What follows belongs to an exercise in optimizing a design on an open flow for small area and a short achievable clock period; a production flow would make more cautious choices.
Function was checked by simulation only, so behaviour that the tests miss may differ from the original.
No activity file was given, so power comes from the tool's default toggle rates.

== P ==
==> flow/design.v (excerpt) <==
module float_accum_multi #(
  parameter int unsigned EXP_W    = 8,
  parameter int unsigned MAN_W    = 23,
  parameter int unsigned GUARD_W  = 8,
  parameter int unsigned STRIDE_W = 16,
  parameter int unsigned DELAY_W  = 7,
  localparam int unsigned DATA_W  = 1 + EXP_W + MAN_W
) (
  input  logic                clk,
  input  logic                rst_n,
  input  logic                run,
  input  logic                running,
  input  logic [STRIDE_W-1:0] strideMinusOne,
  input  logic [DELAY_W-1:0]  delay0,
  input  logic [1:0]          mode,
  input  logic [DATA_W-1:0]   in0,
  output logic [DATA_W-1:0]   out0,
  output logic                done
);
For scale: ~5600 cells after synthesis, roughly 530 flip-flops, roughly 94 I/O pins, roughly 47000 sq um of cells after synthesis.
clock: 10.0 ns
lec_check: 0
cap_margin: 30
core_margin: 2
core_utilization: 35
place_density: 0.5
setup_slack_margin: 5
slew_margin: 20
tns_end_percent: 0
run.sh (not shown) runs the stock make flow with config.mk's settings and CLKGATE_MAP_FILE= SYNTH_SCRIPT=/design/flow/synth_recipe.tcl, a recipe that flattens the netlist after the stock synthesis.
[inputs] Q vs P
-- flow/design.v --
<<< P, line 224
  end
  logic            sg;
  logic [NBLK-1:0] bor, nzp, nzn, ohp, ohn, oh;
  logic [7:0]      gn [NBLK];   
  logic [7:0]      go [NBLK];   
  logic [7:0]      gz [NBLK];   
  logic [7:0]      g8, gl;      
  logic [63:0]     win;
>>> Q, line 224
  end
  logic            sg;
  logic [NBLK-1:0] bor, nz, oh;
  logic [7:0]      gn [NBLK];   
  logic [7:0]      g8, gl;      
  logic [63:0]     win;
<<< P, line 239
  always_comb begin
    for (int k = 0; k < NBLK; k++) begin
      for (int g = 0; g < 8; g++) begin
        go[k][g] = |acc[32*k + 4*g +: 4];
        gz[k][g] = ~&acc[32*k + 4*g +: 4];
        gn[k][g] = sg ? gz[k][g] : go[k][g];
      end
      bor[k] = |go[k];
      nzp[k] = bor[k];
      nzn[k] = |gz[k];
    end
    gn[0][6] = 1'b1;
    nzp[0]   = 1'b1;
    nzn[0]   = 1'b1;
    for (int k = 0; k < NBLK; k++) begin
      ohp[k] = nzp[k];
      ohn[k] = nzn[k];
      for (int j = k + 1; j < NBLK; j++) begin
        if (nzp[j]) ohp[k] = 1'b0;
        if (nzn[j]) ohn[k] = 1'b0;
      end
    end
    oh = sg ? ohn : ohp;
    win  = '0;
    g8   = '0;
>>> Q, line 237
  always_comb begin
    for (int k = 0; k < NBLK; k++) begin
      for (int g = 0; g < 8; g++)
        gn[k][g] = sg ? ~&acc[32*k + 4*g +: 4] : |acc[32*k + 4*g +: 4];
      bor[k] = |acc[32*k +: 32];
    end
    gn[0][6] = 1'b1;
    for (int k = 0; k < NBLK; k++) nz[k] = |gn[k];
    for (int k = 0; k < NBLK; k++) begin
      oh[k] = nz[k];
      for (int j = k + 1; j < NBLK; j++) if (nz[j]) oh[k] = 1'b0;
    end
    win  = '0;
    g8   = '0;
### Flow results
Q reached the final stage; the timing, DRC and antenna checks on its layout passed.
From P to Q the numbers moved as follows: share of cell area taken by flip-flops and latches -0.21 points, relative area change from synthesis to final layout barely changed, number of stages on the worst setup path climbed 3, overall power of the completed layout decreased by 0.34% relative to the old numbers, global-route usage rose 1.0 points.
Looking at endpoint of the worst setup timing path, the st3$_DFFE_PP_ result is from P; the w3[28]$_DFFE_PP_ one comes from Q.

---

Another version of the RTL of float_accum_multi (not shown whole).
For scale: roughly 5600 cells after synthesis, ~530 flip-flops, about 94 I/O pins, about 47000 µm² of cells after synthesis.
Settings: LEC_CHECK=0, CAP_MARGIN=20, CORE_MARGIN=2, CORE_UTILIZATION=35, PLACE_DENSITY=0.5, SETUP_SLACK_MARGIN=5, SLEW_MARGIN=20, TNS_END_PERCENT=10; clock period 10.0 ns.
Next try:
--- a/flow/design.v
+++ b/flow/design.v
@@ -218,87 +218,70 @@
       wmm <= 1'b0;
     end else if (v1) begin
       clr <= 1'b0;
       wmm <= mm1;
       flg <= start1 ? fl1 : (flg | fl1);
     end
   end
   logic            sg;
   logic [NBLK-1:0] bor, nz, oh;
-  logic [7:0]      gn [NBLK];   
-  logic [7:0]      g8, gl;      
   logic [63:0]     win;
   logic [31:0]     top, above;
-  logic [3:0]      tg;
   logic [4:0]      fine;
   logic [3:0]      bidx;
   logic            los, wst;
   logic [55:0]     w8;
   assign sg = acc[ACC_W-1];
   always_comb begin
     for (int k = 0; k < NBLK; k++) begin
-      for (int g = 0; g < 8; g++)
-        gn[k][g] = sg ? ~&acc[32*k + 4*g +: 4] : |acc[32*k + 4*g +: 4];
       bor[k] = |acc[32*k +: 32];
+      nz[k]  = sg ? ~&acc[32*k +: 32] : bor[k];
     end
-    gn[0][6] = 1'b1;
-    for (int k = 0; k < NBLK; k++) nz[k] = |gn[k];
+    nz[0] = 1'b1;
     for (int k = 0; k < NBLK; k++) begin
       oh[k] = nz[k];
       for (int j = k + 1; j < NBLK; j++) if (nz[j]) oh[k] = 1'b0;
     end
     win  = '0;
-    g8   = '0;
     bidx = '0;
     los  = 1'b0;
     for (int k = 0; k < NBLK; k++) begin
       if (oh[k]) begin
         win[63:32] = acc[32*k +: 32];
         if (k > 0) win[31:0] = acc[32*(k-1) +: 32];
-        g8   = gn[k];
         bidx = 4'(k);
         for (int j = 0; j + 1 < k; j++) if (bor[j]) los = 1'b1;
       end
     end
     top = win[63:32] ^ {32{sg}};
     if (oh[0]) top[24] = 1'b1;
-    for (int g = 0; g < 8; g++) begin
-      gl[g] = g8[g];
-      for (int j = g + 1; j < 8; j++) if (g8[j]) gl[g] = 1'b0;
-    end
-    tg = '0;
-    fine[4:2] = '0;
-    for (int g = 0; g < 8; g++)
-      if (gl[g]) begin
-        tg        = top[4*g +: 4];
-        fine[4:2] = 3'(g);
-      end
-    fine[1:0] = tg[3] ? 2'd3 : tg[2] ? 2'd2 : tg[1] ? 2'd1 : 2'd0;
+    fine = '0;
+    for (int i = 0; i < 32; i++) if (top[i]) fine = 5'(i);
     above[31] = 1'b0;
     for (int i = 30; i >= 0; i--) above[i] = above[i+1] | top[i+1];
     wst = |win[7:0];
     for (int j = 0; j < 31; j++) if (above[j] && win[j+8]) wst = 1'b1;
   end
   logic [31:0] w32;
-  assign w8  = win[63:8] ^ {56{sg}};
+  assign w8  = win[63:8];
   assign w32 = 32'(w8 >> {fine[4:3], 3'd0});
   logic        nanr, spec_d, sgm;
   assign nanr   = flg[2] | (flg[1] & flg[0]);
   assign spec_d = clr | |flg;
   assign sgm    = m[31] & |m[30:0];
   logic        sgn_d, st_d;
   logic [8:0]  q_d;
   logic [31:0] w_d;
   always_comb begin
     if (wmm) begin
       sgn_d = sgm;
       q_d   = {1'b0, m[30:23]} + 9'd24;
-      w_d   = 32'({1'b0, m[22:0], 1'b0}) << m[25:23];    
+      w_d   = {8'd0, 1'b0, m[22:0], 1'b0};
       st_d  = 1'b1;
     end else begin
       sgn_d = sg;
       q_d   = {bidx, fine};
       w_d   = w32;
       st_d  = los | wst;
     end
   end
   localparam int unsigned R_W = 1 + 9 + 32 + 1 + 1 + 4;
@@ -321,21 +304,21 @@
   logic [31:0] ws;
   logic [24:0] fld;
   logic        c1, ci, tie, cout, hid;
   logic [23:0] tt, pre;
   logic [22:0] man;
   logic [9:0]  e0v, e1v, e2v;
   logic [7:0]  ex;
   logic        ovf;
   logic [31:0] res;
-  assign sh  = q3[2:0];
+  assign sh  = mm3 ? 3'd0 : q3[2:0];
   assign ws  = w3 >> sh;
-  assign fld = ws[24:0];
+  assign fld = ws[24:0] ^ {25{sgn3 & ~mm3}};
   assign c1  = sgn3 & ~st3;
   assign ci  = c1 | fld[0];
   assign tie = (fld[0] ^ c1) & ~st3;
   assign tt  = fld[24:1];
   always_comb begin
     logic [23:0] a;
     a = {tt[22:0], 1'b1};
     for (int d = 1; d < 24; d = d * 2)
       for (int i = 23; i >= d; i--) a[i] = a[i] & a[i-d];
=>
- The new run went through all stages and came out clean
- cell area goes down by a few percent
- area after synthesis fell by a few percent
- synthesized cell count went down by a few percent
- routed wire length is lower by a few percent
- power is lower by a few percent

---

## before
Another version of the RTL of float_accum_multi (not shown whole).
Size: ~5600 cells after synthesis, about 47000 um^2 of cells after synthesis.
==> flow/config.mk <==
export PLATFORM = sky130hd
export DESIGN_NAME = float_accum_multi
export DESIGN_NICKNAME = float_accum_multi
export VERILOG_FILES = /design/flow/design.v
export SDC_FILE = /design/flow/constraint.sdc
export NUM_CORES = 4
export LEC_CHECK = 0
export CAP_MARGIN = 30
export CORE_MARGIN = 2
export CORE_UTILIZATION = 35
export PLACE_DENSITY = 0.62
export SETUP_SLACK_MARGIN = 5
export SLEW_MARGIN = 20
export TNS_END_PERCENT = 0
==> flow/constraint.sdc <==
create_clock -name core_clock -period 10.0 [get_ports {clk}]
set_input_delay 2.0000 -clock core_clock [delete_from_list [all_inputs] [get_ports {clk}]]
set_output_delay 2.0000 -clock core_clock [all_outputs]
set_load 0.01 [all_outputs]
Here is what was changed in the inputs of after compared with before.
-- flow/design.v --
<<< before, line 141
  logic        mm1, min1, start1, v1, pst1;
  logic        ld1;       
  logic        ld1b, ld1c;   
  logic        clr;       
  always_ff @(posedge clk) begin
>>> after, line 141
  logic        mm1, min1, start1, v1, pst1;
  logic        ld1;       
  logic        clr;       
  always_ff @(posedge clk) begin
<<< before, line 156
    min1   <= is_min;
    start1 <= start;
  end
  always_ff @(posedge clk) ld1b <= running & (start | (clr & ~v1));
  always_ff @(posedge clk or negedge rst_n) begin
    if (!rst_n) ld1c <= 1'b1;
    else        ld1c <= running & (start | (clr & ~v1));
  end
  always_ff @(posedge clk or negedge rst_n) begin
>>> after, line 155
    min1   <= is_min;
    start1 <= start;
  end
  always_ff @(posedge clk or negedge rst_n) begin
<<< before, line 190
    end
  end
  assign acc_in = {ld1c ? 96'd0 : acc[287:192], ld1b ? 96'd0 : acc[191:96],
                    ldz ? 96'd0 : acc[95:0]};
  always_comb begin
    logic [ACC_W-1:0] g, p, c;
    g = acc_in & addend;
    p = acc_in ^ addend;
    g[0] = cin;
    for (int l = 0; l < 9; l++)
      for (int i = (2 << l) - 1; i < ACC_W; i += (2 << l)) begin
>>> after, line 184
    end
  end
  assign acc_in = ldz ? '0 : acc;
  always_comb begin
    logic [ACC_W-1:0] g, p, c;
    g = acc_in & addend;
    p = acc_in ^ addend;
    g[0] = g[0] | (p[0] & cin);
    for (int l = 0; l < 9; l++)
      for (int i = (2 << l) - 1; i < ACC_W; i += (2 << l)) begin
<<< before, line 207
        p[i] = p[i] & p[i - (1 << l)];
      end
    sum[0] = acc_in[0] ^ addend[0] ^ cin;    
    for (int i = 1; i < ACC_W; i++) sum[i] = acc_in[i] ^ addend[i] ^ g[i-1];
  end
>>> after, line 200
        p[i] = p[i] & p[i - (1 << l)];
      end
    sum[0] = acc_in[0] ^ addend[0] ^ cin;
    for (int i = 1; i < ACC_W; i++) sum[i] = acc_in[i] ^ addend[i] ^ g[i-1];
  end
<<< before, line 231
  end
  logic            sg;
  logic [NBLK-1:0] bor, nzp, nzn, ohp, ohn, oh;
  logic [7:0]      gn [NBLK];   
  logic [7:0]      go [NBLK];   
  logic [7:0]      gz [NBLK];   
  logic [7:0]      g8, gl;      
  logic [63:0]     win;
>>> after, line 224
  end
  logic            sg;
  logic [NBLK-1:0] bor, nz, oh;
  logic [7:0]      gn [NBLK];   
  logic [7:0]      g8, gl;      
  logic [63:0]     win;
<<< before, line 246
  always_comb begin
    for (int k = 0; k < NBLK; k++) begin
      for (int g = 0; g < 8; g++) begin
        go[k][g] = |acc[32*k + 4*g +: 4];
        gz[k][g] = ~&acc[32*k + 4*g +: 4];
        gn[k][g] = sg ? gz[k][g] : go[k][g];
      end
      bor[k] = |go[k];
      nzp[k] = bor[k];
      nzn[k] = |gz[k];
    end
    gn[0][6] = 1'b1;
    nzp[0]   = 1'b1;
    nzn[0]   = 1'b1;
    for (int k = 0; k < NBLK; k++) begin
      ohp[k] = nzp[k];
      ohn[k] = nzn[k];
      for (int j = k + 1; j < NBLK; j++) begin
        if (nzp[j]) ohp[k] = 1'b0;
        if (nzn[j]) ohn[k] = 1'b0;
      end
    end
    oh = sg ? ohn : ohp;
    win  = '0;
    g8   = '0;
>>> after, line 237
  always_comb begin
    for (int k = 0; k < NBLK; k++) begin
      for (int g = 0; g < 8; g++)
        gn[k][g] = sg ? ~&acc[32*k + 4*g +: 4] : |acc[32*k + 4*g +: 4];
      bor[k] = |acc[32*k +: 32];
    end
    gn[0][6] = 1'b1;
    for (int k = 0; k < NBLK; k++) nz[k] = |gn[k];
    for (int k = 0; k < NBLK; k++) begin
      oh[k] = nz[k];
      for (int j = k + 1; j < NBLK; j++) if (nz[j]) oh[k] = 1'b0;
    end
    win  = '0;
    g8   = '0;
<<< before, line 341
  logic [31:0] ws;
  logic [24:0] fld;
  logic        c1, ci, tie, cout, hid;
  logic [23:0] tt;
  logic [7:0]  all23, all24;
  logic        a23, a24;
  logic [22:0] tt_inc;
  logic [22:0] man;
  logic [7:0]  e0v, m1, m2, ex;
>>> after, line 321
  logic [31:0] ws;
  logic [24:0] fld;
  logic        c1, ci, tie, cout, hid, lo1s, lo_all;
  logic [23:0] tt;
  logic [7:0]  all23, all24;
  logic        a23, a24;
  logic [11:0] lo_inc, hi_inc;
  logic [11:0] lo_pre, hi_pre;
  logic [22:0] man;
  logic [7:0]  e0v, m1, m2, ex;
<<< before, line 367
  assign cout = ci & a24;
  assign hid  = tt[23] ^ (ci & a23);
  assign tt_inc = tt[22:0] + 23'd1;
  assign man    = ci ? {tt_inc[22:1], tt_inc[0] & ~tie} : tt[22:0];
  assign e0v = 8'(q3 - 9'd24);
  assign m1  = e0v ^ (e0v + 8'd1);
>>> after, line 348
  assign cout = ci & a24;
  assign hid  = tt[23] ^ (ci & a23);
  always_comb begin
    lo_pre[0] = 1'b1;
    for (int i = 1; i < 12; i++) lo_pre[i] = lo_pre[i-1] & tt[i-1];
    hi_pre[0] = 1'b1;
    for (int i = 1; i < 11; i++) hi_pre[i] = hi_pre[i-1] & tt[12+i-1];
    hi_pre[11] = 1'b0;
  end
  assign lo_all = &tt[11:0];
  assign lo_inc = tt[11:0] ^ ({12{ci}} & lo_pre);
  assign hi_inc = {1'b0, tt[22:12]} ^ ({12{ci & lo_all}} & hi_pre);
  assign man    = {hi_inc[10:0], lo_inc[11:1], lo_inc[0] & ~tie};
  assign e0v = 8'(q3 - 9'd24);
  assign m1  = e0v ^ (e0v + 8'd1);
### Flow results
after reports its destination of the critical timing path as st3 while before reports acc[238].
On largest fanout on the critical path: after sits above before.
after vs before — maximum number of pins on one net before global-route repair climbed by a few percent
Re clock sink count: after and before aren't equal, and the higher value belongs to before.
Going from before to after, wire length reported by the detailed router grew by more than 10%.
Looking at overall power consumption across after and before, the one that comes out higher is after.
Measured against each other, after and before differ in achievable frequency, the lower figure coming from before.
When after is set beside before, its proportion of power drawn by flip-flops and latches turns out to be 1.4 points larger.
after: share of layout cells above drive strength 1 1.9 points above before
Between after and before, the number of antenna violations at the first check in global routing is higher for before.
after vs before: fraction of synthesized area in multiplexers up
The design area number comes out lower for before vs after.
On end-of-flow core utilization, the lower figure sits with before, not after.
| cell count after synthesis | higher: after |
In the reports for after and before, the smaller internal power contribution belongs to before.

---

## the previous run
float_accum_multi with an RTL version that a note above also has.
Size in the first run: roughly 5600 cells after synthesis, about 530 flip-flops, ~94 I/O pins, roughly 47000 um^2 of cells after synthesis.
Settings: LEC_CHECK=0, CAP_MARGIN=30, CORE_MARGIN=2, CORE_UTILIZATION=35, PLACE_DENSITY=0.62, SETUP_SLACK_MARGIN=5, SLEW_MARGIN=20, TNS_END_PERCENT=0; clock period 10.0 ns.
Input-level comparison between the current run and the previous run:
-- flow/design.v --
<<< the previous run, line 224
  end
  logic            sg;
  logic [NBLK-1:0] bor, nzp, nzn, ohp, ohn, oh;
  logic [7:0]      gn [NBLK];   
  logic [7:0]      go [NBLK];   
  logic [7:0]      gz [NBLK];   
  logic [7:0]      g8, gl;      
  logic [63:0]     win;
>>> the current run, line 224
  end
  logic            sg;
  logic [NBLK-1:0] bor, nz, oh;
  logic [7:0]      gn [NBLK];   
  logic [7:0]      g8, gl;      
  logic [63:0]     win;
<<< the previous run, line 239
  always_comb begin
    for (int k = 0; k < NBLK; k++) begin
      for (int g = 0; g < 8; g++) begin
        go[k][g] = |acc[32*k + 4*g +: 4];
        gz[k][g] = ~&acc[32*k + 4*g +: 4];
        gn[k][g] = sg ? gz[k][g] : go[k][g];
      end
      bor[k] = |go[k];
      nzp[k] = bor[k];
      nzn[k] = |gz[k];
    end
    gn[0][6] = 1'b1;
    nzp[0]   = 1'b1;
    nzn[0]   = 1'b1;
    for (int k = 0; k < NBLK; k++) begin
      ohp[k] = nzp[k];
      ohn[k] = nzn[k];
      for (int j = k + 1; j < NBLK; j++) begin
        if (nzp[j]) ohp[k] = 1'b0;
        if (nzn[j]) ohn[k] = 1'b0;
      end
    end
    oh = sg ? ohn : ohp;
    win  = '0;
    g8   = '0;
>>> the current run, line 237
  always_comb begin
    for (int k = 0; k < NBLK; k++) begin
      for (int g = 0; g < 8; g++)
        gn[k][g] = sg ? ~&acc[32*k + 4*g +: 4] : |acc[32*k + 4*g +: 4];
      bor[k] = |acc[32*k +: 32];
    end
    gn[0][6] = 1'b1;
    for (int k = 0; k < NBLK; k++) nz[k] = |gn[k];
    for (int k = 0; k < NBLK; k++) begin
      oh[k] = nz[k];
      for (int j = k + 1; j < NBLK; j++) if (nz[j]) oh[k] = 1'b0;
    end
    win  = '0;
    g8   = '0;
==> summary.txt <==
- Per the comparison of the current run with the previous run, sum of routed wire segments on met1 higher; share of the core filled with cells in the final layout lower.
- Comparing the previous run and the current run, the lower minimum setup slack in the final design was measured on the previous run.
- Number of well-tap cells placed, the previous run and the current run: smaller value in the previous run
- Sequential share of layout area: the current run vs the previous run — no meaningful difference
- Mean number of vias per cell sits lower in the current run than in the previous run.
- Re met1 track demand over resource in global routing: the previous run and the current run aren't equal, and the higher value belongs to the current run.
- From the previous run to the current run the numbers moved as follows: number of standard cells in the final layout excluding fillers increased about 1.1%, share of the clock period used by the worst path decreased 1.9 points, power density over cell area decreased 2.8%.
- The current run | stages: all done | timing, DRC, antenna: all pass
- [the current run] met2 routed wirelength rose about 0.45% relative to the previous run
- Diff the previous run -> the current run: clock group share of total power now sits higher, non-clock buffer area fraction after layout now sits lower, critical path depth now sits higher.

## what the ideal ports hide
The flow's constraints put no driver on any port. The routed layouts listed below were extracted and timed again, unchanged, in two steps.
Step 1: set_driving_cell puts a clkbuf_16 on clk and a buf_2 on each other input, an assumption about the parent block.
Step 2 adds t to the input delays and takes it off the output delays; t is the mean of the earliest and latest rising clock arrival at the registers after step 1. Input paths then give back, and output paths get back, about the clock's delay inside the block.
Slacks: no drivers / after step 1 / after step 2; pairs: no drivers / after step 1.
run	t, ns	setup WS [ns]	worst setup path after step 2	worst slew at a driven data input, ns
P	0.776	4.576 / 4.576 / 4.499	input to register	0.06
Q	0.772	4.622 / 4.622 / 4.146	input to register	0.04
the first run of note 2	0.770	4.718 / 4.718 / 4.718	register to register	0.07
the second run of note 2	0.780	4.583 / 4.583 / 4.197	input to register	0.05
before	0.738	4.519 / 4.519 / 4.519	register to register	0.07
after	0.742	4.788 / 4.788 / 4.513	input to register	0.06
the previous run	0.759	4.428 / 4.428 / 4.294	input to register	0.06
the current run	0.778	4.617 / 4.617 / 4.617	register to register	0.05
After both steps every run listed still meets setup and hold. The setup slack of Q, which loses most, moves by 0.000 ns with the drivers and by -0.476 ns with both steps.
